From an optimization exercise on the open Yosys and OpenROAD flow, aimed at small area and a short achievable clock period; shortcuts taken in it are not production practice.
Function was checked by simulation only, so behaviour that the tests miss may differ from the original.

===== constraint.sdc =====
create_clock -name core_clock -period 8.0 [get_ports {clk}]
set_input_delay 1.6000 -clock core_clock [delete_from_list [all_inputs] [get_ports {clk}]]
set_output_delay 1.6000 -clock core_clock [all_outputs]
set_load 0.01 [all_outputs]

===== run.sh =====
#!/bin/bash
# synth_recipe.tcl (not shown) runs the flow's synth.tcl, then flattens the netlist and writes it again
# the make line also repeats each setting of config.mk as NAME=value (left out here)
make -C /OpenROAD-flow-scripts/flow DESIGN_CONFIG=/design/flow/config.mk WORK_HOME=/design/flow/orfs CLKGATE_MAP_FILE= SYNTH_SCRIPT=/design/flow/synth_recipe.tcl finish

===== design.v =====
package iir_filter_pkg;
	localparam int sample_w = 15;
	localparam int gain_w = 25;
	localparam int frac_bits = 6;
	localparam int wb_addr_w = 3;
	localparam int wb_data_w = 32;
	localparam logic [gain_w-1:0] rst_b0 = gain_w'(216);
	localparam logic [gain_w-1:0] rst_b1 = gain_w'(-221);
	localparam logic [gain_w-1:0] rst_b2 = gain_w'(-650);
	localparam logic [gain_w-1:0] rst_b3 = gain_w'(662);
	localparam logic [gain_w-1:0] rst_a1 = gain_w'(28);
	localparam logic [gain_w-1:0] rst_a2 = gain_w'(-316);
	localparam logic [gain_w-1:0] rst_a3 = gain_w'(-39);
endpackage
`timescale 1ns/1ps
module coefficient_regs (
	input  logic clk,
	input  logic rst,
	input  logic wb_cyc,
	input  logic wb_stb,
	input  logic wb_we,
	input  logic [2:0] wb_adr,
	input  logic [31:0] wb_dat_i,
	output logic [31:0] wb_dat_o,
	output logic wb_ack,
	output logic wr,
	output logic [24:0] g_b0, g_b1, g_b2, g_b3, g_a1, g_a2, g_a3,
	output logic [24:0] n_b0, n_b1, n_b2, n_b3, n_a1, n_a2, n_a3
);
	logic ack_q;
	logic access;
	logic [24:0] rd_q;
	logic [24:0] rd_d;
	assign access = wb_cyc && wb_stb && !ack_q;
	assign wr = access && wb_we;
	always_ff @(posedge clk or posedge rst) begin
		if (rst) ack_q <= 1'b0;
		else ack_q <= access;
	end
	assign wb_ack = ack_q;
	assign n_b0 = (wr && wb_adr == 3'd0) ? wb_dat_i[24:0] : g_b0;
	assign n_b1 = (wr && wb_adr == 3'd1) ? wb_dat_i[24:0] : g_b1;
	assign n_b2 = (wr && wb_adr == 3'd2) ? wb_dat_i[24:0] : g_b2;
	assign n_b3 = (wr && wb_adr == 3'd3) ? wb_dat_i[24:0] : g_b3;
	assign n_a1 = (wr && wb_adr == 3'd4) ? wb_dat_i[24:0] : g_a1;
	assign n_a2 = (wr && wb_adr == 3'd5) ? wb_dat_i[24:0] : g_a2;
	assign n_a3 = (wr && wb_adr == 3'd6) ? wb_dat_i[24:0] : g_a3;
	always_ff @(posedge clk or posedge rst) begin
		if (rst) begin
			g_b0 <= iir_filter_pkg::rst_b0;
			g_b1 <= iir_filter_pkg::rst_b1;
			g_b2 <= iir_filter_pkg::rst_b2;
			g_b3 <= iir_filter_pkg::rst_b3;
			g_a1 <= iir_filter_pkg::rst_a1;
			g_a2 <= iir_filter_pkg::rst_a2;
			g_a3 <= iir_filter_pkg::rst_a3;
		end else begin
			g_b0 <= n_b0;
			g_b1 <= n_b1;
			g_b2 <= n_b2;
			g_b3 <= n_b3;
			g_a1 <= n_a1;
			g_a2 <= n_a2;
			g_a3 <= n_a3;
		end
	end
	always_comb begin
		case (wb_adr)
			3'd0: rd_d = g_b0;
			3'd1: rd_d = g_b1;
			3'd2: rd_d = g_b2;
			3'd3: rd_d = g_b3;
			3'd4: rd_d = g_a1;
			3'd5: rd_d = g_a2;
			3'd6: rd_d = g_a3;
			default: rd_d = '0;
		endcase
		if (wb_we && wb_adr != 3'd7) rd_d = wb_dat_i[24:0];
	end
	always_ff @(posedge clk) begin
		rd_q <= rd_d;
	end
	assign wb_dat_o = {{7{rd_q[24]}}, rd_q};
endmodule
`timescale 1ns/1ps
module state_chain (
	input  logic clk,
	input  logic rst,
	input  logic [14:0] data,
	input  logic data_en,
	input  logic [14:0] den_sum,
	output logic [14:0] w1,
	output logic [14:0] w2,
	output logic [14:0] w3
);
	always_ff @(posedge clk or posedge rst) begin
		if (rst) begin
			w1 <= '0;
			w2 <= '0;
			w3 <= '0;
		end else if (data_en) begin
			w1 <= data - den_sum;
			w2 <= w1;
			w3 <= w2;
		end
	end
endmodule
`timescale 1ns/1ps
module stage2_a (
	input  logic [14:0] hs,
	input  logic [14:0] hc,
	input  logic [14:0] add0,
	input  logic cy,
	output logic [14:0] y
);
	wire s1;
	wire c2;
	assign s1 = add0[0] ^ cy;
	assign c2 = add0[0] & cy;
	wire s3;
	wire c4;
	assign s3 = add0[1] ^ hc[1];
	assign c4 = add0[1] & hc[1];
	wire s5;
	wire c6;
	assign s5 = add0[2] ^ hc[2];
	assign c6 = add0[2] & hc[2];
	wire s7;
	wire c8;
	assign s7 = add0[3] ^ hc[3];
	assign c8 = add0[3] & hc[3];
	wire s9;
	wire c10;
	assign s9 = add0[4] ^ hc[4];
	assign c10 = add0[4] & hc[4];
	wire s11;
	wire c12;
	assign s11 = add0[5] ^ hc[5];
	assign c12 = add0[5] & hc[5];
	wire s13;
	wire c14;
	assign s13 = add0[6] ^ hc[6];
	assign c14 = add0[6] & hc[6];
	wire s15;
	wire c16;
	assign s15 = add0[7] ^ hc[7];
	assign c16 = add0[7] & hc[7];
	wire s17;
	wire c18;
	assign s17 = add0[8] ^ hc[8];
	assign c18 = add0[8] & hc[8];
	wire s19;
	wire c20;
	assign s19 = add0[9] ^ hc[9];
	assign c20 = add0[9] & hc[9];
	wire s21;
	wire c22;
	assign s21 = add0[10] ^ hc[10];
	assign c22 = add0[10] & hc[10];
	wire s23;
	wire c24;
	assign s23 = add0[11] ^ hc[11];
	assign c24 = add0[11] & hc[11];
	wire s25;
	wire c26;
	assign s25 = add0[12] ^ hc[12];
	assign c26 = add0[12] & hc[12];
	wire s27;
	wire c28;
	assign s27 = add0[13] ^ hc[13];
	assign c28 = add0[13] & hc[13];
	wire s29;
	wire c30;
	assign s29 = add0[14] ^ hc[14];
	assign c30 = add0[14] & hc[14];
	wire s31;
	wire c32;
	assign s31 = hc[0] ^ hs[0];
	assign c32 = hc[0] & hs[0];
	wire s33;
	wire c34;
	assign s33 = hs[1] ^ c2 ^ s3;
	assign c34 = (hs[1] & c2) | (s3 & (hs[1] ^ c2));
	wire s35;
	wire c36;
	assign s35 = hs[2] ^ c4 ^ s5;
	assign c36 = (hs[2] & c4) | (s5 & (hs[2] ^ c4));
	wire s37;
	wire c38;
	assign s37 = hs[3] ^ c6 ^ s7;
	assign c38 = (hs[3] & c6) | (s7 & (hs[3] ^ c6));
	wire s39;
	wire c40;
	assign s39 = hs[4] ^ c8 ^ s9;
	assign c40 = (hs[4] & c8) | (s9 & (hs[4] ^ c8));
	wire s41;
	wire c42;
	assign s41 = hs[5] ^ c10 ^ s11;
	assign c42 = (hs[5] & c10) | (s11 & (hs[5] ^ c10));
	wire s43;
	wire c44;
	assign s43 = hs[6] ^ c12 ^ s13;
	assign c44 = (hs[6] & c12) | (s13 & (hs[6] ^ c12));
	wire s45;
	wire c46;
	assign s45 = hs[7] ^ c14 ^ s15;
	assign c46 = (hs[7] & c14) | (s15 & (hs[7] ^ c14));
	wire s47;
	wire c48;
	assign s47 = hs[8] ^ c16 ^ s17;
	assign c48 = (hs[8] & c16) | (s17 & (hs[8] ^ c16));
	wire s49;
	wire c50;
	assign s49 = hs[9] ^ c18 ^ s19;
	assign c50 = (hs[9] & c18) | (s19 & (hs[9] ^ c18));
	wire s51;
	wire c52;
	assign s51 = hs[10] ^ c20 ^ s21;
	assign c52 = (hs[10] & c20) | (s21 & (hs[10] ^ c20));
	wire s53;
	wire c54;
	assign s53 = hs[11] ^ c22 ^ s23;
	assign c54 = (hs[11] & c22) | (s23 & (hs[11] ^ c22));
	wire s55;
	wire c56;
	assign s55 = hs[12] ^ c24 ^ s25;
	assign c56 = (hs[12] & c24) | (s25 & (hs[12] ^ c24));
	wire s57;
	wire c58;
	assign s57 = hs[13] ^ c26 ^ s27;
	assign c58 = (hs[13] & c26) | (s27 & (hs[13] ^ c26));
	wire s59;
	wire c60;
	assign s59 = hs[14] ^ c28 ^ s29;
	assign c60 = (hs[14] & c28) | (s29 & (hs[14] ^ c28));
	logic [14:0] r0, r1;
	assign r0 = {s59, s57, s55, s53, s51, s49, s47, s45, s43, s41, s39, s37, s35, s33, s31};
	assign r1 = {c58, c56, c54, c52, c50, c48, c46, c44, c42, c40, c38, c36, c34, c32, s1};
	assign y = r0 + r1;
endmodule
module stage2_b (
	input  logic [14:0] hs,
	input  logic [14:0] hc,
	input  logic [14:0] add0,
	input  logic [14:0] hs2,
	input  logic [14:0] hc2,
	input  logic cy,
	input  logic cy2,
	output logic [14:0] y
);
	wire s1;
	wire c2;
	assign s1 = add0[0] ^ cy;
	assign c2 = add0[0] & cy;
	wire s3;
	wire c4;
	assign s3 = hc[0] ^ hs[0] ^ cy2;
	assign c4 = (hc[0] & hs[0]) | (cy2 & (hc[0] ^ hs[0]));
	wire s5;
	wire c6;
	assign s5 = add0[1] ^ hc[1] ^ hs[1];
	assign c6 = (add0[1] & hc[1]) | (hs[1] & (add0[1] ^ hc[1]));
	wire s7;
	wire c8;
	assign s7 = c2 ^ hc2[1];
	assign c8 = c2 & hc2[1];
	wire s9;
	wire c10;
	assign s9 = add0[2] ^ hc[2] ^ hs[2];
	assign c10 = (add0[2] & hc[2]) | (hs[2] & (add0[2] ^ hc[2]));
	wire s11;
	wire c12;
	assign s11 = hc2[2] ^ hs2[2];
	assign c12 = hc2[2] & hs2[2];
	wire s13;
	wire c14;
	assign s13 = add0[3] ^ hc[3] ^ hs[3];
	assign c14 = (add0[3] & hc[3]) | (hs[3] & (add0[3] ^ hc[3]));
	wire s15;
	wire c16;
	assign s15 = hc2[3] ^ hs2[3];
	assign c16 = hc2[3] & hs2[3];
	wire s17;
	wire c18;
	assign s17 = add0[4] ^ hc[4] ^ hs[4];
	assign c18 = (add0[4] & hc[4]) | (hs[4] & (add0[4] ^ hc[4]));
	wire s19;
	wire c20;
	assign s19 = hc2[4] ^ hs2[4];
	assign c20 = hc2[4] & hs2[4];
	wire s21;
	wire c22;
	assign s21 = add0[5] ^ hc[5] ^ hs[5];
	assign c22 = (add0[5] & hc[5]) | (hs[5] & (add0[5] ^ hc[5]));
	wire s23;
	wire c24;
	assign s23 = hc2[5] ^ hs2[5];
	assign c24 = hc2[5] & hs2[5];
	wire s25;
	wire c26;
	assign s25 = add0[6] ^ hc[6] ^ hs[6];
	assign c26 = (add0[6] & hc[6]) | (hs[6] & (add0[6] ^ hc[6]));
	wire s27;
	wire c28;
	assign s27 = hc2[6] ^ hs2[6];
	assign c28 = hc2[6] & hs2[6];
	wire s29;
	wire c30;
	assign s29 = add0[7] ^ hc[7] ^ hs[7];
	assign c30 = (add0[7] & hc[7]) | (hs[7] & (add0[7] ^ hc[7]));
	wire s31;
	wire c32;
	assign s31 = hc2[7] ^ hs2[7];
	assign c32 = hc2[7] & hs2[7];
	wire s33;
	wire c34;
	assign s33 = add0[8] ^ hc[8] ^ hs[8];
	assign c34 = (add0[8] & hc[8]) | (hs[8] & (add0[8] ^ hc[8]));
	wire s35;
	wire c36;
	assign s35 = hc2[8] ^ hs2[8];
	assign c36 = hc2[8] & hs2[8];
	wire s37;
	wire c38;
	assign s37 = add0[9] ^ hc[9] ^ hs[9];
	assign c38 = (add0[9] & hc[9]) | (hs[9] & (add0[9] ^ hc[9]));
	wire s39;
	wire c40;
	assign s39 = hc2[9] ^ hs2[9];
	assign c40 = hc2[9] & hs2[9];
	wire s41;
	wire c42;
	assign s41 = add0[10] ^ hc[10] ^ hs[10];
	assign c42 = (add0[10] & hc[10]) | (hs[10] & (add0[10] ^ hc[10]));
	wire s43;
	wire c44;
	assign s43 = hc2[10] ^ hs2[10];
	assign c44 = hc2[10] & hs2[10];
	wire s45;
	wire c46;
	assign s45 = add0[11] ^ hc[11] ^ hs[11];
	assign c46 = (add0[11] & hc[11]) | (hs[11] & (add0[11] ^ hc[11]));
	wire s47;
	wire c48;
	assign s47 = hc2[11] ^ hs2[11];
	assign c48 = hc2[11] & hs2[11];
	wire s49;
	wire c50;
	assign s49 = add0[12] ^ hc[12] ^ hs[12];
	assign c50 = (add0[12] & hc[12]) | (hs[12] & (add0[12] ^ hc[12]));
	wire s51;
	wire c52;
	assign s51 = hc2[12] ^ hs2[12];
	assign c52 = hc2[12] & hs2[12];
	wire s53;
	wire c54;
	assign s53 = add0[13] ^ hc[13] ^ hs[13];
	assign c54 = (add0[13] & hc[13]) | (hs[13] & (add0[13] ^ hc[13]));
	wire s55;
	wire c56;
	assign s55 = hc2[13] ^ hs2[13];
	assign c56 = hc2[13] & hs2[13];
	wire s57;
	wire c58;
	assign s57 = add0[14] ^ hc[14] ^ hs[14];
	assign c58 = (add0[14] & hc[14]) | (hs[14] & (add0[14] ^ hc[14]));
	wire s59;
	wire c60;
	assign s59 = hc2[14] ^ hs2[14];
	assign c60 = hc2[14] & hs2[14];
	wire s61;
	wire c62;
	assign s61 = hc2[0] ^ hs2[0];
	assign c62 = hc2[0] & hs2[0];
	wire s63;
	wire c64;
	assign s63 = hs2[1] ^ s5 ^ c4;
	assign c64 = (hs2[1] & s5) | (c4 & (hs2[1] ^ s5));
	wire s65;
	wire c66;
	assign s65 = c6 ^ s9 ^ c8;
	assign c66 = (c6 & s9) | (c8 & (c6 ^ s9));
	wire s67;
	wire c68;
	assign s67 = c10 ^ s13 ^ c12;
	assign c68 = (c10 & s13) | (c12 & (c10 ^ s13));
	wire s69;
	wire c70;
	assign s69 = c14 ^ s17 ^ c16;
	assign c70 = (c14 & s17) | (c16 & (c14 ^ s17));
	wire s71;
	wire c72;
	assign s71 = c18 ^ s21 ^ c20;
	assign c72 = (c18 & s21) | (c20 & (c18 ^ s21));
	wire s73;
	wire c74;
	assign s73 = c22 ^ s25 ^ c24;
	assign c74 = (c22 & s25) | (c24 & (c22 ^ s25));
	wire s75;
	wire c76;
	assign s75 = c26 ^ s29 ^ c28;
	assign c76 = (c26 & s29) | (c28 & (c26 ^ s29));
	wire s77;
	wire c78;
	assign s77 = c30 ^ s33 ^ c32;
	assign c78 = (c30 & s33) | (c32 & (c30 ^ s33));
	wire s79;
	wire c80;
	assign s79 = c34 ^ s37 ^ c36;
	assign c80 = (c34 & s37) | (c36 & (c34 ^ s37));
	wire s81;
	wire c82;
	assign s81 = c38 ^ s41 ^ c40;
	assign c82 = (c38 & s41) | (c40 & (c38 ^ s41));
	wire s83;
	wire c84;
	assign s83 = c42 ^ s45 ^ c44;
	assign c84 = (c42 & s45) | (c44 & (c42 ^ s45));
	wire s85;
	wire c86;
	assign s85 = c46 ^ s49 ^ c48;
	assign c86 = (c46 & s49) | (c48 & (c46 ^ s49));
	wire s87;
	wire c88;
	assign s87 = c50 ^ s53 ^ c52;
	assign c88 = (c50 & s53) | (c52 & (c50 ^ s53));
	wire s89;
	wire c90;
	assign s89 = c54 ^ s57 ^ c56;
	assign c90 = (c54 & s57) | (c56 & (c54 ^ s57));
	wire s91;
	wire c92;
	assign s91 = s1 ^ s3;
	assign c92 = s1 & s3;
	wire s93;
	wire c94;
	assign s93 = c62 ^ s7 ^ s63;
	assign c94 = (c62 & s7) | (s63 & (c62 ^ s7));
	wire s95;
	wire c96;
	assign s95 = s11 ^ c64 ^ s65;
	assign c96 = (s11 & c64) | (s65 & (s11 ^ c64));
	wire s97;
	wire c98;
	assign s97 = s15 ^ c66 ^ s67;
	assign c98 = (s15 & c66) | (s67 & (s15 ^ c66));
	wire s99;
	wire c100;
	assign s99 = s19 ^ c68 ^ s69;
	assign c100 = (s19 & c68) | (s69 & (s19 ^ c68));
	wire s101;
	wire c102;
	assign s101 = s23 ^ c70 ^ s71;
	assign c102 = (s23 & c70) | (s71 & (s23 ^ c70));
	wire s103;
	wire c104;
	assign s103 = s27 ^ c72 ^ s73;
	assign c104 = (s27 & c72) | (s73 & (s27 ^ c72));
	wire s105;
	wire c106;
	assign s105 = s31 ^ c74 ^ s75;
	assign c106 = (s31 & c74) | (s75 & (s31 ^ c74));
	wire s107;
	wire c108;
	assign s107 = s35 ^ c76 ^ s77;
	assign c108 = (s35 & c76) | (s77 & (s35 ^ c76));
	wire s109;
	wire c110;
	assign s109 = s39 ^ c78 ^ s79;
	assign c110 = (s39 & c78) | (s79 & (s39 ^ c78));
	wire s111;
	wire c112;
	assign s111 = s43 ^ c80 ^ s81;
	assign c112 = (s43 & c80) | (s81 & (s43 ^ c80));
	wire s113;
	wire c114;
	assign s113 = s47 ^ c82 ^ s83;
	assign c114 = (s47 & c82) | (s83 & (s47 ^ c82));
	wire s115;
	wire c116;
	assign s115 = s51 ^ c84 ^ s85;
	assign c116 = (s51 & c84) | (s85 & (s51 ^ c84));
	wire s117;
	wire c118;
	assign s117 = s55 ^ c86 ^ s87;
	assign c118 = (s55 & c86) | (s87 & (s55 ^ c86));
	wire s119;
	wire c120;
	assign s119 = s59 ^ c88 ^ s89;
	assign c120 = (s59 & c88) | (s89 & (s59 ^ c88));
	logic [14:0] r0, r1;
	assign r0 = {s119, s117, s115, s113, s111, s109, s107, s105, s103, s101, s99, s97, s95, s93, s91};
	assign r1 = {c118, c116, c114, c112, c110, c108, c106, c104, c102, c100, c98, c96, c94, c92, s61};
	assign y = r0 + r1;
endmodule
`timescale 1ns/1ps
module mul_cs (
	input  logic [14:0] w,
	input  logic [20:0] g,
	output logic [14:0] hs,
	output logic [14:0] hc,
	output logic cy
);
	logic [15:0] we;
	assign we = {w[14], w};
	logic [7:0] one, two, neg;
	assign one[0] = we[0] ^ 1'b0;
	assign two[0] = (we[1] & ~we[0] & ~1'b0) | (~we[1] & we[0] & 1'b0);
	assign neg[0] = we[1];
	wire p1;
	assign p1 = (one[0] & g[0]) ^ neg[0];
	wire p2;
	assign p2 = ((one[0] & g[1]) | (two[0] & g[0])) ^ neg[0];
	wire p3;
	assign p3 = ((one[0] & g[2]) | (two[0] & g[1])) ^ neg[0];
	wire p4;
	assign p4 = ((one[0] & g[3]) | (two[0] & g[2])) ^ neg[0];
	wire p5;
	assign p5 = ((one[0] & g[4]) | (two[0] & g[3])) ^ neg[0];
	wire p6;
	assign p6 = ((one[0] & g[5]) | (two[0] & g[4])) ^ neg[0];
	wire p7;
	assign p7 = ((one[0] & g[6]) | (two[0] & g[5])) ^ neg[0];
	wire p8;
	assign p8 = ((one[0] & g[7]) | (two[0] & g[6])) ^ neg[0];
	wire p9;
	assign p9 = ((one[0] & g[8]) | (two[0] & g[7])) ^ neg[0];
	wire p10;
	assign p10 = ((one[0] & g[9]) | (two[0] & g[8])) ^ neg[0];
	wire p11;
	assign p11 = ((one[0] & g[10]) | (two[0] & g[9])) ^ neg[0];
	wire p12;
	assign p12 = ((one[0] & g[11]) | (two[0] & g[10])) ^ neg[0];
	wire p13;
	assign p13 = ((one[0] & g[12]) | (two[0] & g[11])) ^ neg[0];
	wire p14;
	assign p14 = ((one[0] & g[13]) | (two[0] & g[12])) ^ neg[0];
	wire p15;
	assign p15 = ((one[0] & g[14]) | (two[0] & g[13])) ^ neg[0];
	wire p16;
	assign p16 = ((one[0] & g[15]) | (two[0] & g[14])) ^ neg[0];
	wire p17;
	assign p17 = ((one[0] & g[16]) | (two[0] & g[15])) ^ neg[0];
	wire p18;
	assign p18 = ((one[0] & g[17]) | (two[0] & g[16])) ^ neg[0];
	wire p19;
	assign p19 = ((one[0] & g[18]) | (two[0] & g[17])) ^ neg[0];
	wire p20;
	assign p20 = ((one[0] & g[19]) | (two[0] & g[18])) ^ neg[0];
	wire p21;
	assign p21 = ((one[0] & g[20]) | (two[0] & g[19])) ^ neg[0];
	assign one[1] = we[2] ^ we[1];
	assign two[1] = (we[3] & ~we[2] & ~we[1]) | (~we[3] & we[2] & we[1]);
	assign neg[1] = we[3];
	wire p22;
	assign p22 = (one[1] & g[0]) ^ neg[1];
	wire p23;
	assign p23 = ((one[1] & g[1]) | (two[1] & g[0])) ^ neg[1];
	wire p24;
	assign p24 = ((one[1] & g[2]) | (two[1] & g[1])) ^ neg[1];
	wire p25;
	assign p25 = ((one[1] & g[3]) | (two[1] & g[2])) ^ neg[1];
	wire p26;
	assign p26 = ((one[1] & g[4]) | (two[1] & g[3])) ^ neg[1];
	wire p27;
	assign p27 = ((one[1] & g[5]) | (two[1] & g[4])) ^ neg[1];
	wire p28;
	assign p28 = ((one[1] & g[6]) | (two[1] & g[5])) ^ neg[1];
	wire p29;
	assign p29 = ((one[1] & g[7]) | (two[1] & g[6])) ^ neg[1];
	wire p30;
	assign p30 = ((one[1] & g[8]) | (two[1] & g[7])) ^ neg[1];
	wire p31;
	assign p31 = ((one[1] & g[9]) | (two[1] & g[8])) ^ neg[1];
	wire p32;
	assign p32 = ((one[1] & g[10]) | (two[1] & g[9])) ^ neg[1];
	wire p33;
	assign p33 = ((one[1] & g[11]) | (two[1] & g[10])) ^ neg[1];
	wire p34;
	assign p34 = ((one[1] & g[12]) | (two[1] & g[11])) ^ neg[1];
	wire p35;
	assign p35 = ((one[1] & g[13]) | (two[1] & g[12])) ^ neg[1];
	wire p36;
	assign p36 = ((one[1] & g[14]) | (two[1] & g[13])) ^ neg[1];
	wire p37;
	assign p37 = ((one[1] & g[15]) | (two[1] & g[14])) ^ neg[1];
	wire p38;
	assign p38 = ((one[1] & g[16]) | (two[1] & g[15])) ^ neg[1];
	wire p39;
	assign p39 = ((one[1] & g[17]) | (two[1] & g[16])) ^ neg[1];
	wire p40;
	assign p40 = ((one[1] & g[18]) | (two[1] & g[17])) ^ neg[1];
	assign one[2] = we[4] ^ we[3];
	assign two[2] = (we[5] & ~we[4] & ~we[3]) | (~we[5] & we[4] & we[3]);
	assign neg[2] = we[5];
	wire p41;
	assign p41 = (one[2] & g[0]) ^ neg[2];
	wire p42;
	assign p42 = ((one[2] & g[1]) | (two[2] & g[0])) ^ neg[2];
	wire p43;
	assign p43 = ((one[2] & g[2]) | (two[2] & g[1])) ^ neg[2];
	wire p44;
	assign p44 = ((one[2] & g[3]) | (two[2] & g[2])) ^ neg[2];
	wire p45;
	assign p45 = ((one[2] & g[4]) | (two[2] & g[3])) ^ neg[2];
	wire p46;
	assign p46 = ((one[2] & g[5]) | (two[2] & g[4])) ^ neg[2];
	wire p47;
	assign p47 = ((one[2] & g[6]) | (two[2] & g[5])) ^ neg[2];
	wire p48;
	assign p48 = ((one[2] & g[7]) | (two[2] & g[6])) ^ neg[2];
	wire p49;
	assign p49 = ((one[2] & g[8]) | (two[2] & g[7])) ^ neg[2];
	wire p50;
	assign p50 = ((one[2] & g[9]) | (two[2] & g[8])) ^ neg[2];
	wire p51;
	assign p51 = ((one[2] & g[10]) | (two[2] & g[9])) ^ neg[2];
	wire p52;
	assign p52 = ((one[2] & g[11]) | (two[2] & g[10])) ^ neg[2];
	wire p53;
	assign p53 = ((one[2] & g[12]) | (two[2] & g[11])) ^ neg[2];
	wire p54;
	assign p54 = ((one[2] & g[13]) | (two[2] & g[12])) ^ neg[2];
	wire p55;
	assign p55 = ((one[2] & g[14]) | (two[2] & g[13])) ^ neg[2];
	wire p56;
	assign p56 = ((one[2] & g[15]) | (two[2] & g[14])) ^ neg[2];
	wire p57;
	assign p57 = ((one[2] & g[16]) | (two[2] & g[15])) ^ neg[2];
	assign one[3] = we[6] ^ we[5];
	assign two[3] = (we[7] & ~we[6] & ~we[5]) | (~we[7] & we[6] & we[5]);
	assign neg[3] = we[7];
	wire p58;
	assign p58 = (one[3] & g[0]) ^ neg[3];
	wire p59;
	assign p59 = ((one[3] & g[1]) | (two[3] & g[0])) ^ neg[3];
	wire p60;
	assign p60 = ((one[3] & g[2]) | (two[3] & g[1])) ^ neg[3];
	wire p61;
	assign p61 = ((one[3] & g[3]) | (two[3] & g[2])) ^ neg[3];
	wire p62;
	assign p62 = ((one[3] & g[4]) | (two[3] & g[3])) ^ neg[3];
	wire p63;
	assign p63 = ((one[3] & g[5]) | (two[3] & g[4])) ^ neg[3];
	wire p64;
	assign p64 = ((one[3] & g[6]) | (two[3] & g[5])) ^ neg[3];
	wire p65;
	assign p65 = ((one[3] & g[7]) | (two[3] & g[6])) ^ neg[3];
	wire p66;
	assign p66 = ((one[3] & g[8]) | (two[3] & g[7])) ^ neg[3];
	wire p67;
	assign p67 = ((one[3] & g[9]) | (two[3] & g[8])) ^ neg[3];
	wire p68;
	assign p68 = ((one[3] & g[10]) | (two[3] & g[9])) ^ neg[3];
	wire p69;
	assign p69 = ((one[3] & g[11]) | (two[3] & g[10])) ^ neg[3];
	wire p70;
	assign p70 = ((one[3] & g[12]) | (two[3] & g[11])) ^ neg[3];
	wire p71;
	assign p71 = ((one[3] & g[13]) | (two[3] & g[12])) ^ neg[3];
	wire p72;
	assign p72 = ((one[3] & g[14]) | (two[3] & g[13])) ^ neg[3];
	assign one[4] = we[8] ^ we[7];
	assign two[4] = (we[9] & ~we[8] & ~we[7]) | (~we[9] & we[8] & we[7]);
	assign neg[4] = we[9];
	wire p73;
	assign p73 = (one[4] & g[0]) ^ neg[4];
	wire p74;
	assign p74 = ((one[4] & g[1]) | (two[4] & g[0])) ^ neg[4];
	wire p75;
	assign p75 = ((one[4] & g[2]) | (two[4] & g[1])) ^ neg[4];
	wire p76;
	assign p76 = ((one[4] & g[3]) | (two[4] & g[2])) ^ neg[4];
	wire p77;
	assign p77 = ((one[4] & g[4]) | (two[4] & g[3])) ^ neg[4];
	wire p78;
	assign p78 = ((one[4] & g[5]) | (two[4] & g[4])) ^ neg[4];
	wire p79;
	assign p79 = ((one[4] & g[6]) | (two[4] & g[5])) ^ neg[4];
	wire p80;
	assign p80 = ((one[4] & g[7]) | (two[4] & g[6])) ^ neg[4];
	wire p81;
	assign p81 = ((one[4] & g[8]) | (two[4] & g[7])) ^ neg[4];
	wire p82;
	assign p82 = ((one[4] & g[9]) | (two[4] & g[8])) ^ neg[4];
	wire p83;
	assign p83 = ((one[4] & g[10]) | (two[4] & g[9])) ^ neg[4];
	wire p84;
	assign p84 = ((one[4] & g[11]) | (two[4] & g[10])) ^ neg[4];
	wire p85;
	assign p85 = ((one[4] & g[12]) | (two[4] & g[11])) ^ neg[4];
	assign one[5] = we[10] ^ we[9];
	assign two[5] = (we[11] & ~we[10] & ~we[9]) | (~we[11] & we[10] & we[9]);
	assign neg[5] = we[11];
	wire p86;
	assign p86 = (one[5] & g[0]) ^ neg[5];
	wire p87;
	assign p87 = ((one[5] & g[1]) | (two[5] & g[0])) ^ neg[5];
	wire p88;
	assign p88 = ((one[5] & g[2]) | (two[5] & g[1])) ^ neg[5];
	wire p89;
	assign p89 = ((one[5] & g[3]) | (two[5] & g[2])) ^ neg[5];
	wire p90;
	assign p90 = ((one[5] & g[4]) | (two[5] & g[3])) ^ neg[5];
	wire p91;
	assign p91 = ((one[5] & g[5]) | (two[5] & g[4])) ^ neg[5];
	wire p92;
	assign p92 = ((one[5] & g[6]) | (two[5] & g[5])) ^ neg[5];
	wire p93;
	assign p93 = ((one[5] & g[7]) | (two[5] & g[6])) ^ neg[5];
	wire p94;
	assign p94 = ((one[5] & g[8]) | (two[5] & g[7])) ^ neg[5];
	wire p95;
	assign p95 = ((one[5] & g[9]) | (two[5] & g[8])) ^ neg[5];
	wire p96;
	assign p96 = ((one[5] & g[10]) | (two[5] & g[9])) ^ neg[5];
	assign one[6] = we[12] ^ we[11];
	assign two[6] = (we[13] & ~we[12] & ~we[11]) | (~we[13] & we[12] & we[11]);
	assign neg[6] = we[13];
	wire p97;
	assign p97 = (one[6] & g[0]) ^ neg[6];
	wire p98;
	assign p98 = ((one[6] & g[1]) | (two[6] & g[0])) ^ neg[6];
	wire p99;
	assign p99 = ((one[6] & g[2]) | (two[6] & g[1])) ^ neg[6];
	wire p100;
	assign p100 = ((one[6] & g[3]) | (two[6] & g[2])) ^ neg[6];
	wire p101;
	assign p101 = ((one[6] & g[4]) | (two[6] & g[3])) ^ neg[6];
	wire p102;
	assign p102 = ((one[6] & g[5]) | (two[6] & g[4])) ^ neg[6];
	wire p103;
	assign p103 = ((one[6] & g[6]) | (two[6] & g[5])) ^ neg[6];
	wire p104;
	assign p104 = ((one[6] & g[7]) | (two[6] & g[6])) ^ neg[6];
	wire p105;
	assign p105 = ((one[6] & g[8]) | (two[6] & g[7])) ^ neg[6];
	assign one[7] = we[14] ^ we[13];
	assign two[7] = (we[15] & ~we[14] & ~we[13]) | (~we[15] & we[14] & we[13]);
	assign neg[7] = we[15];
	wire p106;
	assign p106 = (one[7] & g[0]) ^ neg[7];
	wire p107;
	assign p107 = ((one[7] & g[1]) | (two[7] & g[0])) ^ neg[7];
	wire p108;
	assign p108 = ((one[7] & g[2]) | (two[7] & g[1])) ^ neg[7];
	wire p109;
	assign p109 = ((one[7] & g[3]) | (two[7] & g[2])) ^ neg[7];
	wire p110;
	assign p110 = ((one[7] & g[4]) | (two[7] & g[3])) ^ neg[7];
	wire p111;
	assign p111 = ((one[7] & g[5]) | (two[7] & g[4])) ^ neg[7];
	wire p112;
	assign p112 = ((one[7] & g[6]) | (two[7] & g[5])) ^ neg[7];
	wire s113;
	wire c114;
	assign s113 = neg[5] ^ p11;
	assign c114 = neg[5] & p11;
	wire s115;
	wire c116;
	assign s115 = p12 ^ p31;
	assign c116 = p12 & p31;
	wire s117;
	wire c118;
	assign s117 = neg[6] ^ p13 ^ p32;
	assign c118 = (neg[6] & p13) | (p32 & (neg[6] ^ p13));
	wire s119;
	wire c120;
	assign s119 = p49 ^ p64;
	assign c120 = p49 & p64;
	wire s121;
	wire c122;
	assign s121 = p14 ^ p33 ^ p50;
	assign c122 = (p14 & p33) | (p50 & (p14 ^ p33));
	wire s123;
	wire c124;
	assign s123 = p65 ^ p78;
	assign c124 = p65 & p78;
	wire s125;
	wire c126;
	assign s125 = neg[7] ^ p106 ^ p15;
	assign c126 = (neg[7] & p106) | (p15 & (neg[7] ^ p106));
	wire s127;
	wire c128;
	assign s127 = p34 ^ p51 ^ p66;
	assign c128 = (p34 & p51) | (p66 & (p34 ^ p51));
	wire s129;
	wire c130;
	assign s129 = p79 ^ p90;
	assign c130 = p79 & p90;
	wire s131;
	wire c132;
	assign s131 = p100 ^ p107 ^ p16;
	assign c132 = (p100 & p107) | (p16 & (p100 ^ p107));
	wire s133;
	wire c134;
	assign s133 = p35 ^ p52 ^ p67;
	assign c134 = (p35 & p52) | (p67 & (p35 ^ p52));
	wire s135;
	wire c136;
	assign s135 = p80 ^ p91;
	assign c136 = p80 & p91;
	wire s137;
	wire c138;
	assign s137 = p101 ^ p108 ^ p17;
	assign c138 = (p101 & p108) | (p17 & (p101 ^ p108));
	wire s139;
	wire c140;
	assign s139 = p36 ^ p53 ^ p68;
	assign c140 = (p36 & p53) | (p68 & (p36 ^ p53));
	wire s141;
	wire c142;
	assign s141 = p81 ^ p92;
	assign c142 = p81 & p92;
	wire s143;
	wire c144;
	assign s143 = p102 ^ p109 ^ p18;
	assign c144 = (p102 & p109) | (p18 & (p102 ^ p109));
	wire s145;
	wire c146;
	assign s145 = p37 ^ p54 ^ p69;
	assign c146 = (p37 & p54) | (p69 & (p37 ^ p54));
	wire s147;
	wire c148;
	assign s147 = p82 ^ p93;
	assign c148 = p82 & p93;
	wire s149;
	wire c150;
	assign s149 = p103 ^ p110 ^ p19;
	assign c150 = (p103 & p110) | (p19 & (p103 ^ p110));
	wire s151;
	wire c152;
	assign s151 = p38 ^ p55 ^ p70;
	assign c152 = (p38 & p55) | (p70 & (p38 ^ p55));
	wire s153;
	wire c154;
	assign s153 = p83 ^ p94;
	assign c154 = p83 & p94;
	wire s155;
	wire c156;
	assign s155 = p104 ^ p111 ^ p20;
	assign c156 = (p104 & p111) | (p20 & (p104 ^ p111));
	wire s157;
	wire c158;
	assign s157 = p39 ^ p56 ^ p71;
	assign c158 = (p39 & p56) | (p71 & (p39 ^ p56));
	wire s159;
	wire c160;
	assign s159 = p84 ^ p95;
	assign c160 = p84 & p95;
	wire s161;
	wire c162;
	assign s161 = p105 ^ p112 ^ p21;
	assign c162 = (p105 & p112) | (p21 & (p105 ^ p112));
	wire s163;
	wire c164;
	assign s163 = p40 ^ p57 ^ p72;
	assign c164 = (p40 & p57) | (p72 & (p40 ^ p57));
	wire s165;
	wire c166;
	assign s165 = p85 ^ p96;
	assign c166 = p85 & p96;
	wire s167;
	wire c168;
	assign s167 = neg[3] ^ p26;
	assign c168 = neg[3] & p26;
	wire s169;
	wire c170;
	assign s169 = p27 ^ p44;
	assign c170 = p27 & p44;
	wire s171;
	wire c172;
	assign s171 = neg[4] ^ p28 ^ p45;
	assign c172 = (neg[4] & p28) | (p45 & (neg[4] ^ p28));
	wire s173;
	wire c174;
	assign s173 = p60 ^ p73;
	assign c174 = p60 & p73;
	wire s175;
	wire c176;
	assign s175 = p10 ^ p29 ^ p46;
	assign c176 = (p10 & p29) | (p46 & (p10 ^ p29));
	wire s177;
	wire c178;
	assign s177 = p61 ^ p74;
	assign c178 = p61 & p74;
	wire s179;
	wire c180;
	assign s179 = p30 ^ p47 ^ p62;
	assign c180 = (p30 & p47) | (p62 & (p30 ^ p47));
	wire s181;
	wire c182;
	assign s181 = p75 ^ p86 ^ s113;
	assign c182 = (p75 & p86) | (s113 & (p75 ^ p86));
	wire s183;
	wire c184;
	assign s183 = p48 ^ p63 ^ p76;
	assign c184 = (p48 & p63) | (p76 & (p48 ^ p63));
	wire s185;
	wire c186;
	assign s185 = p87 ^ c114 ^ s115;
	assign c186 = (p87 & c114) | (s115 & (p87 ^ c114));
	wire s187;
	wire c188;
	assign s187 = p77 ^ p88 ^ p97;
	assign c188 = (p77 & p88) | (p97 & (p77 ^ p88));
	wire s189;
	wire c190;
	assign s189 = c116 ^ s117 ^ s119;
	assign c190 = (c116 & s117) | (s119 & (c116 ^ s117));
	wire s191;
	wire c192;
	assign s191 = p89 ^ p98 ^ c118;
	assign c192 = (p89 & p98) | (c118 & (p89 ^ p98));
	wire s193;
	wire c194;
	assign s193 = c120 ^ s121 ^ s123;
	assign c194 = (c120 & s121) | (s123 & (c120 ^ s121));
	wire s195;
	wire c196;
	assign s195 = p99 ^ c122 ^ c124;
	assign c196 = (p99 & c122) | (c124 & (p99 ^ c122));
	wire s197;
	wire c198;
	assign s197 = s125 ^ s127 ^ s129;
	assign c198 = (s125 & s127) | (s129 & (s125 ^ s127));
	wire s199;
	wire c200;
	assign s199 = c126 ^ c128 ^ c130;
	assign c200 = (c126 & c128) | (c130 & (c126 ^ c128));
	wire s201;
	wire c202;
	assign s201 = s131 ^ s133 ^ s135;
	assign c202 = (s131 & s133) | (s135 & (s131 ^ s133));
	wire s203;
	wire c204;
	assign s203 = c132 ^ c134 ^ c136;
	assign c204 = (c132 & c134) | (c136 & (c132 ^ c134));
	wire s205;
	wire c206;
	assign s205 = s137 ^ s139 ^ s141;
	assign c206 = (s137 & s139) | (s141 & (s137 ^ s139));
	wire s207;
	wire c208;
	assign s207 = c138 ^ c140 ^ c142;
	assign c208 = (c138 & c140) | (c142 & (c138 ^ c140));
	wire s209;
	wire c210;
	assign s209 = s143 ^ s145 ^ s147;
	assign c210 = (s143 & s145) | (s147 & (s143 ^ s145));
	wire s211;
	wire c212;
	assign s211 = c144 ^ c146 ^ c148;
	assign c212 = (c144 & c146) | (c148 & (c144 ^ c146));
	wire s213;
	wire c214;
	assign s213 = s149 ^ s151 ^ s153;
	assign c214 = (s149 & s151) | (s153 & (s149 ^ s151));
	wire s215;
	wire c216;
	assign s215 = c150 ^ c152 ^ c154;
	assign c216 = (c150 & c152) | (c154 & (c150 ^ c152));
	wire s217;
	wire c218;
	assign s217 = s155 ^ s157 ^ s159;
	assign c218 = (s155 & s157) | (s159 & (s155 ^ s157));
	wire s219;
	wire c220;
	assign s219 = c156 ^ c158 ^ c160;
	assign c220 = (c156 & c158) | (c160 & (c156 ^ c158));
	wire s221;
	wire c222;
	assign s221 = s161 ^ s163 ^ s165;
	assign c222 = (s161 & s163) | (s165 & (s161 ^ s163));
	wire s223;
	wire c224;
	assign s223 = neg[2] ^ p24;
	assign c224 = neg[2] & p24;
	wire s225;
	wire c226;
	assign s225 = p25 ^ p42;
	assign c226 = p25 & p42;
	wire s227;
	wire c228;
	assign s227 = p43 ^ p58 ^ p7;
	assign c228 = (p43 & p58) | (p7 & (p43 ^ p58));
	wire s229;
	wire c230;
	assign s229 = p59 ^ p8 ^ c168;
	assign c230 = (p59 & p8) | (c168 & (p59 ^ p8));
	wire s231;
	wire c232;
	assign s231 = p9 ^ c170 ^ s171;
	assign c232 = (p9 & c170) | (s171 & (p9 ^ c170));
	wire s233;
	wire c234;
	assign s233 = c172 ^ c174 ^ s175;
	assign c234 = (c172 & c174) | (s175 & (c172 ^ c174));
	wire s235;
	wire c236;
	assign s235 = c176 ^ c178 ^ s179;
	assign c236 = (c176 & c178) | (s179 & (c176 ^ c178));
	wire s237;
	wire c238;
	assign s237 = c180 ^ s183 ^ c182;
	assign c238 = (c180 & s183) | (c182 & (c180 ^ s183));
	wire s239;
	wire c240;
	assign s239 = c184 ^ s187 ^ c186;
	assign c240 = (c184 & s187) | (c186 & (c184 ^ s187));
	wire s241;
	wire c242;
	assign s241 = c188 ^ c190 ^ s191;
	assign c242 = (c188 & c190) | (s191 & (c188 ^ c190));
	wire s243;
	wire c244;
	assign s243 = c192 ^ c194 ^ s195;
	assign c244 = (c192 & c194) | (s195 & (c192 ^ c194));
	wire s245;
	wire c246;
	assign s245 = c196 ^ c198 ^ s199;
	assign c246 = (c196 & c198) | (s199 & (c196 ^ c198));
	wire s247;
	wire c248;
	assign s247 = c200 ^ c202 ^ s203;
	assign c248 = (c200 & c202) | (s203 & (c200 ^ c202));
	wire s249;
	wire c250;
	assign s249 = c204 ^ c206 ^ s207;
	assign c250 = (c204 & c206) | (s207 & (c204 ^ c206));
	wire s251;
	wire c252;
	assign s251 = c208 ^ c210 ^ s211;
	assign c252 = (c208 & c210) | (s211 & (c208 ^ c210));
	wire s253;
	wire c254;
	assign s253 = c212 ^ c214 ^ s215;
	assign c254 = (c212 & c214) | (s215 & (c212 ^ c214));
	wire s255;
	wire c256;
	assign s255 = c216 ^ c218 ^ s219;
	assign c256 = (c216 & c218) | (s219 & (c216 ^ c218));
	wire s257;
	wire c258;
	assign s257 = neg[1] ^ p22;
	assign c258 = neg[1] & p22;
	wire s259;
	wire c260;
	assign s259 = p23 ^ p4;
	assign c260 = p23 & p4;
	wire s261;
	wire c262;
	assign s261 = p41 ^ p5 ^ s223;
	assign c262 = (p41 & p5) | (s223 & (p41 ^ p5));
	wire s263;
	wire c264;
	assign s263 = p6 ^ c224 ^ s225;
	assign c264 = (p6 & c224) | (s225 & (p6 ^ c224));
	wire s265;
	wire c266;
	assign s265 = c226 ^ s167 ^ s227;
	assign c266 = (c226 & s167) | (s227 & (c226 ^ s167));
	wire s267;
	wire c268;
	assign s267 = c228 ^ s169 ^ s229;
	assign c268 = (c228 & s169) | (s229 & (c228 ^ s169));
	wire s269;
	wire c270;
	assign s269 = s173 ^ c230 ^ s231;
	assign c270 = (s173 & c230) | (s231 & (s173 ^ c230));
	wire s271;
	wire c272;
	assign s271 = s177 ^ c232 ^ s233;
	assign c272 = (s177 & c232) | (s233 & (s177 ^ c232));
	wire s273;
	wire c274;
	assign s273 = c234 ^ s181 ^ s235;
	assign c274 = (c234 & s181) | (s235 & (c234 ^ s181));
	wire s275;
	wire c276;
	assign s275 = c236 ^ s185 ^ s237;
	assign c276 = (c236 & s185) | (s237 & (c236 ^ s185));
	wire s277;
	wire c278;
	assign s277 = s189 ^ c238 ^ s239;
	assign c278 = (s189 & c238) | (s239 & (s189 ^ c238));
	wire s279;
	wire c280;
	assign s279 = s193 ^ c240 ^ s241;
	assign c280 = (s193 & c240) | (s241 & (s193 ^ c240));
	wire s281;
	wire c282;
	assign s281 = s197 ^ c242 ^ s243;
	assign c282 = (s197 & c242) | (s243 & (s197 ^ c242));
	wire s283;
	wire c284;
	assign s283 = s201 ^ c244 ^ s245;
	assign c284 = (s201 & c244) | (s245 & (s201 ^ c244));
	wire s285;
	wire c286;
	assign s285 = s205 ^ c246 ^ s247;
	assign c286 = (s205 & c246) | (s247 & (s205 ^ c246));
	wire s287;
	wire c288;
	assign s287 = s209 ^ c248 ^ s249;
	assign c288 = (s209 & c248) | (s249 & (s209 ^ c248));
	wire s289;
	wire c290;
	assign s289 = s213 ^ c250 ^ s251;
	assign c290 = (s213 & c250) | (s251 & (s213 ^ c250));
	wire s291;
	wire c292;
	assign s291 = s217 ^ c252 ^ s253;
	assign c292 = (s217 & c252) | (s253 & (s217 ^ c252));
	wire s293;
	wire c294;
	assign s293 = s221 ^ c254 ^ s255;
	assign c294 = (s221 & c254) | (s255 & (s221 ^ c254));
	logic [20:0] r0, r1;
	assign r0 = {s293, s291, s289, s287, s285, s283, s281, s279, s277, s275, s273, s271, s269, s267, s265, s263, s261, s259, s257, p2, neg[0]};
	assign r1 = {c292, c290, c288, c286, c284, c282, c280, c278, c276, c274, c272, c270, c268, c266, c264, c262, c260, c258, p3, 1'b0, p1};
	logic [6:0] lo;
	assign lo = {1'b0, r0[5:0]} + {1'b0, r1[5:0]};
	assign cy = lo[6];
	assign hs = r0[20:6];
	assign hc = r1[20:6];
endmodule
`timescale 1ns/1ps
module iir_filter (
	input  logic clk,
	input  logic rst,
	input  logic signed [14:0] data,
	input  logic data_en,
	input  logic wb_cyc,
	input  logic wb_stb,
	input  logic wb_we,
	input  logic [2:0] wb_adr,
	input  logic [31:0] wb_dat_i,
	output logic [31:0] wb_dat_o,
	output logic wb_ack,
	output logic signed [14:0] data_out,
	output logic data_out_en
);
	logic wr;
	logic [24:0] g_b0, g_b1, g_b2, g_b3, g_a1, g_a2, g_a3;
	logic [24:0] n_b0, n_b1, n_b2, n_b3, n_a1, n_a2, n_a3;
	logic [14:0] w1, w2, w3;
	logic [14:0] den, num;
	logic [14:0] ra, rb;
	logic [14:0] ya, yb;
	logic [4:0] s;
	logic samp;
	logic oen_q;
	coefficient_regs i_coefficient_regs (
		.clk      (clk),
		.rst      (rst),
		.wb_cyc   (wb_cyc),
		.wb_stb   (wb_stb),
		.wb_we    (wb_we),
		.wb_adr   (wb_adr),
		.wb_dat_i (wb_dat_i),
		.wb_dat_o (wb_dat_o),
		.wb_ack   (wb_ack),
		.wr       (wr),
		.g_b0     (g_b0),
		.g_b1     (g_b1),
		.g_b2     (g_b2),
		.g_b3     (g_b3),
		.g_a1     (g_a1),
		.g_a2     (g_a2),
		.g_a3     (g_a3),
		.n_b0     (n_b0),
		.n_b1     (n_b1),
		.n_b2     (n_b2),
		.n_b3     (n_b3),
		.n_a1     (n_a1),
		.n_a2     (n_a2),
		.n_a3     (n_a3)
	);
	state_chain i_state_chain (
		.clk     (clk),
		.rst     (rst),
		.data    (data),
		.data_en (data_en),
		.den_sum (den),
		.w1      (w1),
		.w2      (w2),
		.w3      (w3)
	);
	logic start;
	assign start = data_en || wr;
	always_ff @(posedge clk or posedge rst) begin
		if (rst) begin
			s <= '0;
			samp <= 1'b0;
			oen_q <= 1'b0;
		end else begin
			s[0] <= start;
			s[1] <= s[0] && !start;
			s[2] <= s[1] && !start;
			s[3] <= s[2] && !start;
			s[4] <= s[3];
			if (start) samp <= data_en;
			oen_q <= s[1] && samp;
		end
	end
	logic [20:0] ga, gb;
	logic [14:0] wb;
	always_ff @(posedge clk) begin
		begin
			if (start) ga <= n_b0[20:0];
			else if (s[0]) ga <= g_a1[20:0];
			else if (s[1]) ga <= g_b1[20:0];
			else ga <= '0;
			if (start) gb <= n_a2[20:0];
			else if (s[0]) gb <= g_a3[20:0];
			else if (s[1]) gb <= g_b2[20:0];
			else if (s[2]) gb <= g_b3[20:0];
			else gb <= '0;
		end
	end
	always_ff @(posedge clk) begin
		if (data_en) wb <= w1;
		else if ((s[0] || s[2]) && !wr) wb <= w3;
		else wb <= w2;
	end
	logic [14:0] ha_s, ha_c;
	logic ha_y;
	mul_cs i_mul_a (
		.w  (w1),
		.g  (ga),
		.hs (ha_s),
		.hc (ha_c),
		.cy (ha_y)
	);
	logic [14:0] hb_s, hb_c;
	logic hb_y;
	mul_cs i_mul_b (
		.w  (wb),
		.g  (gb),
		.hs (hb_s),
		.hc (hb_c),
		.cy (hb_y)
	);
	logic [14:0] pa_s, pa_c, pb_s, pb_c;
	logic pa_y, pb_y;
	always_ff @(posedge clk) begin
		pa_s <= ha_s;
		pa_c <= ha_c;
		pa_y <= ha_y;
		pb_s <= hb_s;
		pb_c <= hb_c;
		pb_y <= hb_y;
	end
	stage2_a i_stage2_a (
		.hs   (pa_s),
		.hc   (pa_c),
		.cy   (pa_y),
		.add0 (num),
		.y    (ya)
	);
	logic use_a;
	assign use_a = !s[1];
	stage2_b i_stage2_b (
		.hs   (pb_s),
		.hc   (pb_c),
		.cy   (pb_y),
		.hs2  (use_a ? pa_s : 15'd0),
		.hc2  (use_a ? pa_c : 15'd0),
		.cy2  (use_a && pa_y),
		.add0 (rb),
		.y    (yb)
	);
	always_ff @(posedge clk or posedge rst) begin
		if (rst) begin
			ra <= '0;
			den <= '0;
			num <= '0;
		end else begin
			ra <= ya;
			if (s[2]) den <= yb;
			if (s[4]) num <= yb;
		end
	end
	always_ff @(posedge clk) begin
		if (s[0] || s[2]) rb <= '0;
		else rb <= yb;
	end
	assign data_out = ra;
	assign data_out_en = oen_q;
endmodule

===== config.mk =====
export PLATFORM = sky130hd
export DESIGN_NAME = iir_filter
export DESIGN_NICKNAME = iir_filter
export VERILOG_FILES = /design/flow/design.v
export SDC_FILE = /design/flow/constraint.sdc
export NUM_CORES = 4
export LEC_CHECK = 0
export CAP_MARGIN = 20
export CORE_MARGIN = 2
export CORE_UTILIZATION = 70
export SETUP_SLACK_MARGIN = 4.5
export SLEW_MARGIN = 20

==> results of run 1 <==
==> metal layers <==
layer / wire length (um) / vias to the layer above
met3: 11200 / 436
li1: - / 12400
met2: 46700 / 1859
met5: 11 / -
met4: 6000 / 2
met1: 38200 / 13800
==> worst max path at each step <==
| stage | endpoint | depth (start not counted) | slack [ns] |
|---|---|---|---|
| after floorplan | den[0]$_DFFE_PP0P_ | 1 | 2.87 |
| after global placement | i_coefficient_regs.g_b1[7]$_DFFE_PP0P_ | 8 | 3.28 |
| after detailed placement | i_coefficient_regs.g_b1[7]$_DFFE_PP0P_ | 8 | 3.28 |
| after CTS | num[11]$_DFFE_PP0P_ | 15 | 4.20 |
| after global routing | num[14]$_DFFE_PP0P_ | 15 | 3.62 |
| final | num[14]$_DFFE_PP0P_ | 15 | 3.80 |
==> cells by family (layout without fill, tap and decap cells) <==
kind of cell               after synthesis  count (layout)  synth area share, %
buffers and inverters                  673             684                 8.24
and+or+nand+nor                        773             774                 10.3
adders and majority gates              332             332                 16.9
DFF                                    432             432                 31.2
muxes                                  297             297                 10.4
xor gates and xnor gates               139             139                 3.79
AOI/OAI and AO/OA                      993             993                 19.2
==> registers in the layout, indices dropped and copies added, names as in the netlist, 21 cells and up <==
| register | flops |
|---|---|
| i_coefficient_regs.g_a3 | 25 |
| i_coefficient_regs.g_b0 | 25 |
| i_coefficient_regs.g_a1 | 25 |
| i_coefficient_regs.g_b2 | 25 |
| i_coefficient_regs.g_b3 | 25 |
| i_coefficient_regs.g_a2 | 25 |
| gb | 21 |
| ga | 21 |
| i_coefficient_regs.g_b1 | 25 |
| i_coefficient_regs.rd_q | 25 |
==> cell type report <==
cell class / instances / area share, %
timing repair buffer: 240 / 7.05
sequential: 432 / 27.5
clock inverter: 14 / 0.559
clock buffer: 68 / 3.67
timing repair inverter: 2 / 0.0337
inverter: 360 / 3.83
tap: 600 / 2.02
multi-input combinational: 2535 / 55.3
==> cell usage after synthesis (7+ instances only) <==
cell / instances
inv_1: 352
a21oi_1: 337
nand2_1: 309
nor2_1: 308
mux2_2: 220
o21ai_0: 189
fa_1: 188
dfrtp_1: 179
clkbuf_1: 173
dfxtp_1: 159
ha_1: 117
dfstp_2: 94
xnor2_1: 93
o22ai_1: 79
a211oi_1: 72
buf_1: 68
mux2i_1: 68
buf_2: 51
a221oi_1: 50
a22oi_1: 46
xor2_1: 45
o21a_1: 44
o211ai_1: 39
and2_1: 35
nor2b_1: 34
maj3_1: 27
o311a_1: 26
a31oi_1: 20
nand3_1: 19
buf_4: 18
nor3b_1: 18
o221ai_1: 15
nand2b_1: 13
a22o_1: 12
o31ai_1: 12
a21o_1: 11
mux4_2: 9
clkinv_1: 7
==> timing repair <==
action | CTS | global route
pin swaps | 24 | 56
hold endpoints to repair | 0 | 0
endpoints found under the setup margin | 247 | 191
gates resized for setup | 156 | 182
setup buffers | 29 | 55
gates cloned | 2 | 12
==> per-stage QoR <==
step,std cells
final,4251
after global routing,4251
after CTS,4184
after detailed placement,4071
after global placement,4071
after floorplan,3639
==> results by group, run 1 <==
Setup path
  – Reg2reg end: num[14]$_DFFE_PP0P_
  – Critical Path Fanout Max: 4
  – R2R cell count: 15
  – Worst EP required: 8.43 ns
  – Setup CP Type: reg2reg
  – Critical Path, Cell by Cell: inv_1 -> fa_1 -> inv_1 -> fa_1 -> inv_1 -> fa_1 -> inv_1 -> ha_4 -> o21ai_1 -> o21ai_2 -> a21oi_4 -> o21ai_2 -> a41oi_2 -> xnor2_2 -> a21oi_1
  – Worst path arrival time: 4.64 ns
  – Crit path max-delay family: adder cells
  – RR Startpoint: pb_s[3]$_DFF_P_
  – Setup crit start: pb_s[3]$_DFF_P_
  – Critical-path top delay cell: fa_1
  – Worst path max stage delay: 0.58 ns
  – WP buf/inv: 4
  – CP most frequent cell: inv_1
  – Crit end category: flip-flop
  – Worst Setup Start Kind: flip-flop
  – R2R Setup Slk: 3.80 ns

Cells and area
  – Fin util: 81.5%
  – Most frequent cells in the layout: 328 x a21oi_1, 328 x inv_1, 300 x nand2_1
  – Area occupied by registers: 0.0102 mm2
  – Filler cell count: 2704
  – Antenna cells: 0
  – Final-stage net count: 3976
  – Design area: 0.0372 mm2
  – Layout cell share with drive strength beyond 1: 21.4%
  – Area growth syn-to-layout: 14.5%
  – Multi-input gate area: 0.0205 mm2

Clock network
  – Clock latency at the later pin of the worst-skew pair: 0.60 ns
  – Clock Tree Root: clkbuf_16
  – CTS max path bufs: 3
  – H-tree levels: 2
  – CTS tree: yes
  – Num Clock Sinks: 432
  – CTS Buf Count: 44
  – Cts hold-fix bufs: 0
  – Worst-path clk slew: 0.06 ns

Routing
  – Drt drc: 0
  – DR pass1 iterations: 10
  – Per-cell routed wire length: 24.0 um
  – Drt total wl: 102000 um
  – DR vias/cell: 6.71
  – Via count: 28500
  – Antenna Nets Post-Route: 0
  – 1st-iter DRT viols: 3446

Placement
  – Placed Area: 0.0333 mm2
  – Dpl ws: 3.28 ns
  – Routability Congestion: 0.968
  – Port bufs: 97
  – Dpl hpwl: 61900 um

Floorplan
  – FP Rows: 78
  – Die Ht: 219 um
  – Initial Util: 71.2%
  – Die area: 0.0481 mm2
  – Core area: 0.0456 mm2
  – Io pins: 105
  – Die Span X: 219 um

Synth
  – Yosys Warn Count: 3
  – Syn nets: 4000
  – Post-synth top flop: dfrtp_1
  – Yosys top cell by area: dfrtp_1
  – Syn_area_per_cell: 8.92 um2
  – Post-synthesis cell count: 3639
  – Post-synth EDFFs: 0
  – Fraction of registers with async set/reset: 63.2%
  – Yosys reg bits: 432
  – Post-Synthesis Cell Area: 0.0325 mm2
  – Synth top area share: 13.8%
  – Largest cells by area after synthesis: dfrtp_1 14%, fa_1 12%, dfxtp_1 9.8%, mux2_2 7.6%, dfstp_2 7.6%
  – Synth cell types: 85
  – Sequential area share after synthesis: 31.2%

Hold path
  – Worst Hold End: s[4]$_DFF_PP0_
  – Hold Path Cell Cnt: 0
  – Worst hold-check path type: reg2reg
  – Hold path start: s[3]$_DFF_PP0_

Outcome
  – Status: no timing/DRC/antenna violations

GRT
  – Initial antenna violation count: 6
  – Met3 usage: 6.78%
  – GRT overflow: 0
  – Met2 global-route usage: 63.1%
  – Vias in the first global route: 27100
  – First-pass GRT wire length: 149000 um
  – Largest net degree at the start of global routing: 173
  – Overall routing resource usage: 40.0%
  – Most Crowded Layer GR: met2
  – Global routing usage on met1: 53.6%

Timing
  – Worst Skew: 0.0391 ns
  – Setup ws final: 3.80 ns
  – Fmax: 238 MHz
  – Part of the cycle the worst path needs: 52.5%
  – Endpoints failing setup: 0
  – Rel. slew slack: 29.3%
  – Hold slack: 0.323 ns
  – Unrepaired setup endpoints after global routing: true
  – Slew Limit Fails: 0
  – Final TNS setup: 0 ns
  – Minimum clock period: 4.20 ns
  – Worst-margin pin slew: 1.06 ns
  – Final Hold Viols: 0

Flow run
  – Maxcap violations: 0
==> inputs of run 2 (changes only) <==
--- a/config.mk
+++ b/config.mk
@@ -7,6 +7,7 @@
 export LEC_CHECK = 0
 export CAP_MARGIN = 20
 export CORE_MARGIN = 2
-export CORE_UTILIZATION = 70
-export SETUP_SLACK_MARGIN = 4.5
+export CORE_UTILIZATION = 50
+export CTS_BUF_LIST = sky130_fd_sc_hd__clkbuf_4 sky130_fd_sc_hd__clkbuf_8
+export SETUP_SLACK_MARGIN = 4.0
 export SLEW_MARGIN = 20
==> run 2 against run 1 <==
Compared with the run above:
- still clean
- flip-flop and latch count did not move
- core utilization fell by 26 points
- first-iteration DRC count fell by 36%
- die area rose by 39%
- setup slack improved by 0.25 ns
- design area fell by 3.6%
- worst hold slack improved by 0.019 ns
- synthesized area did not move
- clock skew rose by 0.015 ns
- via count fell by 7.0%
- clock-buffer cell count rose by 48
- critical path depth fell by 8
- critical path type is now in2reg
- largest cell class unchanged
- highest routed layer is now met4
==> results by group, run 2 <==
Outcome
  – Status: no timing/DRC/antenna violations

Hold path
  – Worst hold-check path type: reg2reg

Timing
  – Final Hold Viols: 0
  – Slew Limit Fails: 0
  – Worst Skew: 0.0540 ns
  – Fmax: 253 MHz
  – Final TNS setup: 0 ns
  – Minimum clock period: 3.95 ns
  – Worst-margin pin slew: 1.08 ns
  – Part of the cycle the worst path needs: 49.4%
  – Unrepaired setup endpoints after global routing: true
  – Hold slack: 0.342 ns
  – Rel. slew slack: 27.5%
  – Endpoints failing setup: 0

Routing
  – Per-cell routed wire length: 21.3 um
  – Wl on met1: 42000 um
  – DR pass1 iterations: 6
  – Antenna Nets Post-Route: 0
  – Drt drc: 0
  – Metal3 WL: 5980 um
  – Via count: 26500
  – Detail Route met2 WL: 44500 um
  – Top routing layer used: met4
  – DR vias/cell: 5.91
  – 1st-iter DRT viols: 2210
  – Drt total wl: 95600 um

Synth
  – Syn nets: 4000
  – Fraction of registers with async set/reset: 63.2%
  – Most numerous cell in the Yosys netlist: inv_1
  – Yosys reg bits: 432
  – Largest cells by area after synthesis: dfrtp_1 14%, fa_1 12%, dfxtp_1 9.8%, mux2_2 7.6%, dfstp_2 7.6%
  – Synth top area share: 13.8%
  – Mux contribution to synthesized area: 10.4%
  – Post-Synth Adder-Cell Area: 16.9%
  – Synth Area in Compound Gates: 19.2%
  – Syn_area_per_cell: 8.92 um2
  – Synth cell types: 85
  – Sequential area share after synthesis: 31.2%
  – Post-synth EDFFs: 0
  – Yosys top cell by area: dfrtp_1
  – Post-Synth XOR/XNOR Area: 3.79%
  – Largest family of logic cells by synthesized area: compound AO/OA/AOI/OAI gates
  – Post-synthesis simple-gate area fraction: 10.3%
  – Commonest cells post-synth: 352 x inv_1, 337 x a21oi_1, 309 x nand2_1
  – Yosys Warn Count: 3
  – Post-synth top flop: dfrtp_1
  – Post-synthesis cell count: 3639
  – Post-Synthesis Cell Area: 0.0325 mm2

Cells and area
  – Filler cell count: 5791
  – Final-stage net count: 3930
  – Fin util: 55.7%
  – Most frequent cells in the layout: 349 x inv_1, 336 x a21oi_1, 306 x nand2_1, 306 x nor2_1, 220 x mux2_2
  – Area growth syn-to-layout: 10.3%
  – Layout cell share with drive strength beyond 1: 16.8%
  – Final Non-Filler Cells: 4492
  – Most common cell after layout, fill and taps aside: inv_1
  – Design area: 0.0358 mm2

Clock network
  – CTS tree: yes
  – Num Clock Sinks: 432
  – Clock latency at the later pin of the worst-skew pair: 0.69 ns
  – CTS Buf Count: 79
  – Cts hold-fix bufs: 0
  – CTS max path bufs: 3
  – Worst-path clk slew: 0.06 ns
  – H-tree levels: 3
  – Clock Tree Root: clkbuf_8

Setup path
  – R2R cell count: 15
  – Critical Path Fanout Max: 34
  – Worst Setup Start Kind: input pin
  – Setup CP Type: in2reg
  – CP endpoint: i_coefficient_regs.g_a3[5]$_DFFE_PP0P_
  – Worst EP required: 8.54 ns
  – Worst path arrival time: 4.49 ns
  – Setup crit start: wb_adr[1]
  – RR Startpoint: s[1]$_DFF_PP0_
  – Reg2reg end: den[13]$_DFFE_PP0P_
  – R2R Setup Slk: 4.14 ns
  – Crit end category: flip-flop

Placement
  – DP Cell Count: 4335
  – Placed Area: 0.0337 mm2
  – Routability Congestion: 0.917
  – Dpl hpwl: 65300 um
  – Port bufs: 97

Floorplan
  – Die area: 0.0670 mm2
  – Die Ht: 259 um
  – FP Rows: 93
  – Io pins: 105
  – Initial Util: 50.4%
  – Core area: 0.0643 mm2
  – Die Span X: 259 um

GRT
  – Largest net degree at the start of global routing: 152
  – GRT overflow: 0
  – Initial antenna violation count: 2
  – Vias in the first global route: 26200
  – First-pass GRT wire length: 149000 um
  – Overall routing resource usage: 28.3%

Flow run
  – Maxcap violations: 0
==> run 2: cell counts after synthesis <==
No cell type changed its count.
==> run 2: through the flow <==
step / setup WS, ns
final: 4.05
after global routing: 3.98
after CTS: 4.03
after detailed placement: 3.44
after global placement: 3.47
after floorplan: 2.87
==> run 2: worst min path at each step <==
stage,slack (ns),cells after the start,start,endpoint
floorplan,0.33,0,s[3]$_DFF_PP0_,s[4]$_DFF_PP0_
global placement,0.33,0,s[3]$_DFF_PP0_,s[4]$_DFF_PP0_
detailed placement,0.34,0,s[3]$_DFF_PP0_,s[4]$_DFF_PP0_
CTS,0.35,0,s[3]$_DFF_PP0_,s[4]$_DFF_PP0_
global route,0.34,0,s[3]$_DFF_PP0_,s[4]$_DFF_PP0_
finish,0.34,0,s[3]$_DFF_PP0_,s[4]$_DFF_PP0_
==> run 2: per-layer routing <==
layer  track usage (%)  vias to the layer above
met2              45.4                      929
met1              39.0                    13100
met4              9.73                        0
met3              4.65                      188
li1                  -                    12300
met5                 0                        -
==> run 2: cell type report <==
cell class	count	area, um2	area share, %
Multi-Input combinational cell	2534	19800	55.2
Clock buffer	116	1470	4.11
Inverter	360	1370	3.82
Clock inverter	32	412	1.15
Sequential cell	432	10200	28.4
Antenna cell	1	2.50	0.00699
Timing Repair Buffer	161	1530	4.28
Tap cell	855	1070	2.99
Timing Repair inverter	1	5.00	0.0140
==> run 2: critical path, stage by stage <==
cell and delay, ns:
clkdlybuf4s50_1 0.45, buf_4 0.42, inv_1 0.11, buf_4 0.28, nor2_1 0.39, nand2_2 0.69, mux2_2 0.51
==> run 2: logic make-up after synthesis <==
logic type | after synthesis
AOI/OAI and AO/OA | 993
and+or+nand+nor | 773
buffers and inverters | 673
DFF | 432
adders and majority gates | 332
muxes | 297
xor gates and xnor gates | 139
==> run 2: timing repair <==
item | CTS | global route
endpoints found under the hold margin | 0 | 0
setup buffers | 4 | 3
cloned | 0 | 1
pin swaps | 0 | 14
setup endpoints to repair | 46 | 38
gates resized for setup | 12 | 37

## static timing again, ports no longer ideal
Ports are ideal in the flow. The routed layouts listed here were re-timed in OpenROAD. Step 1 assumes that a clkbuf_16 drives the clock port and a buf_2 every other input. Step 2, shift: input delay + t, output delay - t, t = (earliest + latest rising clock arrival at the registers) / 2. This alone moves slack from input paths to output paths. Slacks: no drivers / after step 1 / after step 2; pairs: no drivers / after step 1.
run | shift t [ns] | setup slack, ns | hold slack, ns | worst setup path at the end | clock arrival spread, ns
run 1 | 0.643 | 3.797 / 3.797 / 3.797 | 0.323 / 0.323 / 0.323 | register to register | 0.043 / 0.043
run 2 | 0.730 | 4.050 / 4.088 / 3.357 | 0.342 / 0.342 / 0.342 | input to register | 0.064 / 0.065
After both steps every run listed still meets setup and hold. For run 2, which loses most, drivers alone change the setup slack by +0.038 ns; drivers and shift together by -0.693 ns.
